Background: an optimization exercise with open tools, aiming at small area. Do not read the settings as production practice.
Function was checked by simulation only, so behaviour that the tests miss may differ from the original.
Power and IR drop assume default switching activity.

==> flow/design.v (excerpt) <==
module axis_lane_packer #(
  parameter int LANE_W      = 8,
  parameter int LANES       = 4,
  parameter int DEPTH_LANES = 32,
  parameter int SEG_W       = 12
) (
  input  logic                    clk,
  input  logic                    arst,
  input  logic [LANES*LANE_W-1:0] s_data,
  input  logic [LANES-1:0]        s_keep,
  input  logic                    s_valid,
  input  logic                    s_last,
  output logic                    s_ready,
  output logic [LANES*LANE_W-1:0] m_data,
  output logic [LANES-1:0]        m_keep,
  output logic                    m_valid,
  output logic                    m_last,
  output logic                    m_seg,
  input  logic                    m_ready,
  input  logic [SEG_W-1:0]        seg_len,
  output logic                    keep_err
);
clock: 12.0 ns
lec_check: 0
cap_margin: 20
core_margin: 2
core_utilization: 35
place_density: 0.55
slew_margin: 20
synth_hierarchical: 1
standard.sh (not shown) runs the stock make flow with config.mk's settings and CLKGATE_MAP_FILE= SYNTH_SCRIPT=/design/flow/synth_recipe.tcl, a recipe that flattens the netlist after the stock synthesis.
==> flow/flow/run.sh <==
#!/bin/bash
set -euo pipefail
here=$(pwd)
CTS="-sink_clustering_enable -repair_clock_nets -sink_clustering_size 8 -sink_clustering_max_diameter 40 -dont_use_dummy_load -buf_list sky130_fd_sc_hd__clkbuf_4"
bash standard.sh "BUFFER_PORTS_ARGS=-buffer_cell sky130_fd_sc_hd__buf_1" "CTS_ARGS=$CTS" \
  "PRE_RESIZE_TCL=$here/flow/pre_resize.tcl" finish > run_make.log 2>&1
==> flow/flow/pre_resize.tcl <==
# Before repair_design: synthesis maps for speed and leaves many gates at a
# higher drive strength than the design's 12 ns clock needs. Swap each cell
# for the smallest-area cell of the same family (same function and pins,
# another drive strength); repair_design then fixes any slew or load limit
# this breaks, and the later timing repairs still run.
set n 0
set saved 0.0
foreach inst [get_cells *] {
  set cell [get_property $inst ref_name]
  if {![regexp {^(sky130_fd_sc_hd__[a-z0-9]+)_([0-9]+)$} $cell -> base drive]} { continue }
  if {[string match *clkbuf* $base] || [string match *dly* $base]} { continue }
  set cur [get_lib_cells -quiet $cell]
  if {$cur eq ""} { continue }
  set best $cell
  set best_area [get_property $cur area]
  foreach lc [get_lib_cells -quiet ${base}_*] {
    set name [get_property $lc name]
    if {![regexp "^${base}_\[0-9\]+\$" $name]} { continue }
    if {[get_property $lc dont_use]} { continue }
    set a [get_property $lc area]
    if {$a < $best_area} { set best $name; set best_area $a }
  }
  if {$best ne $cell} {
    set saved [expr {$saved + [get_property $cur area] - $best_area}]
    replace_cell $inst $best
    incr n
  }
}
puts "pre_resize: downsized $n instances, [format %.1f $saved] um2"
The first run ran to the end with no violations.
Edit:
--- a/flow/design.v
+++ b/flow/design.v
@@ -194,26 +194,28 @@
     logic [NB*LANE_W-1:0] banks;
     for (genvar b = 0; b < NB; b++) begin : g_b
       assign banks[b*LANE_W +: LANE_W] = w_bank[b][BW-1:1];
     end
     axis_lane_packer_ao #(.W(LANE_W), .N(NB)) u_omux (
       .d(banks), .s(w_lsel[k] & {NB{w_kt[k]}}), .q(w_beat[k*LANE_W +: LANE_W]));
   end
   logic [SEG_W-1:0] w_len12;
-  assign w_len12 = SEG_W'(w_load ? w_len : 3'd0);
+  assign w_len12 = SEG_W'(w_len);
   always_ff @(posedge clk) begin
     if (!r_m_valid || m_ready) begin
       r_m_data <= w_beat;
       r_m_keep <= w_kt[NB-1:1];
       r_m_last <= w_found || w_seg_end;
       r_m_seg  <= w_seg_end && !w_found;
     end
     if (r_pkt_first) r_seg_len <= seg_len;
-    r_seg_rem <= add12(w_rem, ~w_len12, 1'b1);
+    if (w_load) begin
+      r_seg_rem <= add12(w_rem, ~w_len12, 1'b1);
+    end
   end
   always_ff @(posedge clk) begin
     if (arst) begin
       r_wr        <= '0;
       r_rd        <= '0;
       r_pkt_first <= 1'b1;
       r_m_valid   <= 1'b0;
       r_keep_err  <= 1'b0;
- wire length grows by 1.4%
- cell area stays flat
- clock skew increases by 0.042 ns
- total power drops by 4.2%
- setup slack gains 1.0 ns
- non-clock buffer count grows by 1
- utilization stays flat
- global-route usage came out higher by 0.39 points

separate check: timing with driven ports:
How much do the figures lean on ideal ports? The routed layouts below were timed once more, with nothing changed but the port constraints. Step 1 sets driving cells, clkbuf_16 on the clock port and buf_2 on the other inputs (assumed; they add their load-dependent delay and slew). Step 2 times the ports against the registers' clock, not the clock port: input delays grow and output delays shrink by t, the midpoint of the rising clock arrivals with the driver on. Three values: ideal ports, drivers, drivers and shift; two values: the first two.
| run | t (ns) | setup slack, ns | worst setup path after step 2 | worst data-port slew with drivers (ns) | cell pins on the clock port's net |
|---|---|---|---|---|---|
| the first run | 0.825 | 4.196 / 4.196 / 4.196 | register to register | 0.06 | 1 |
| the second run | 0.803 | 5.239 / 5.239 / 5.054 | input to register | 0.07 | 1 |
After both steps every run listed still meets setup and hold. The setup slack of the second run, which loses most, moves by 0.000 ns with the drivers and by -0.185 ns with both steps.
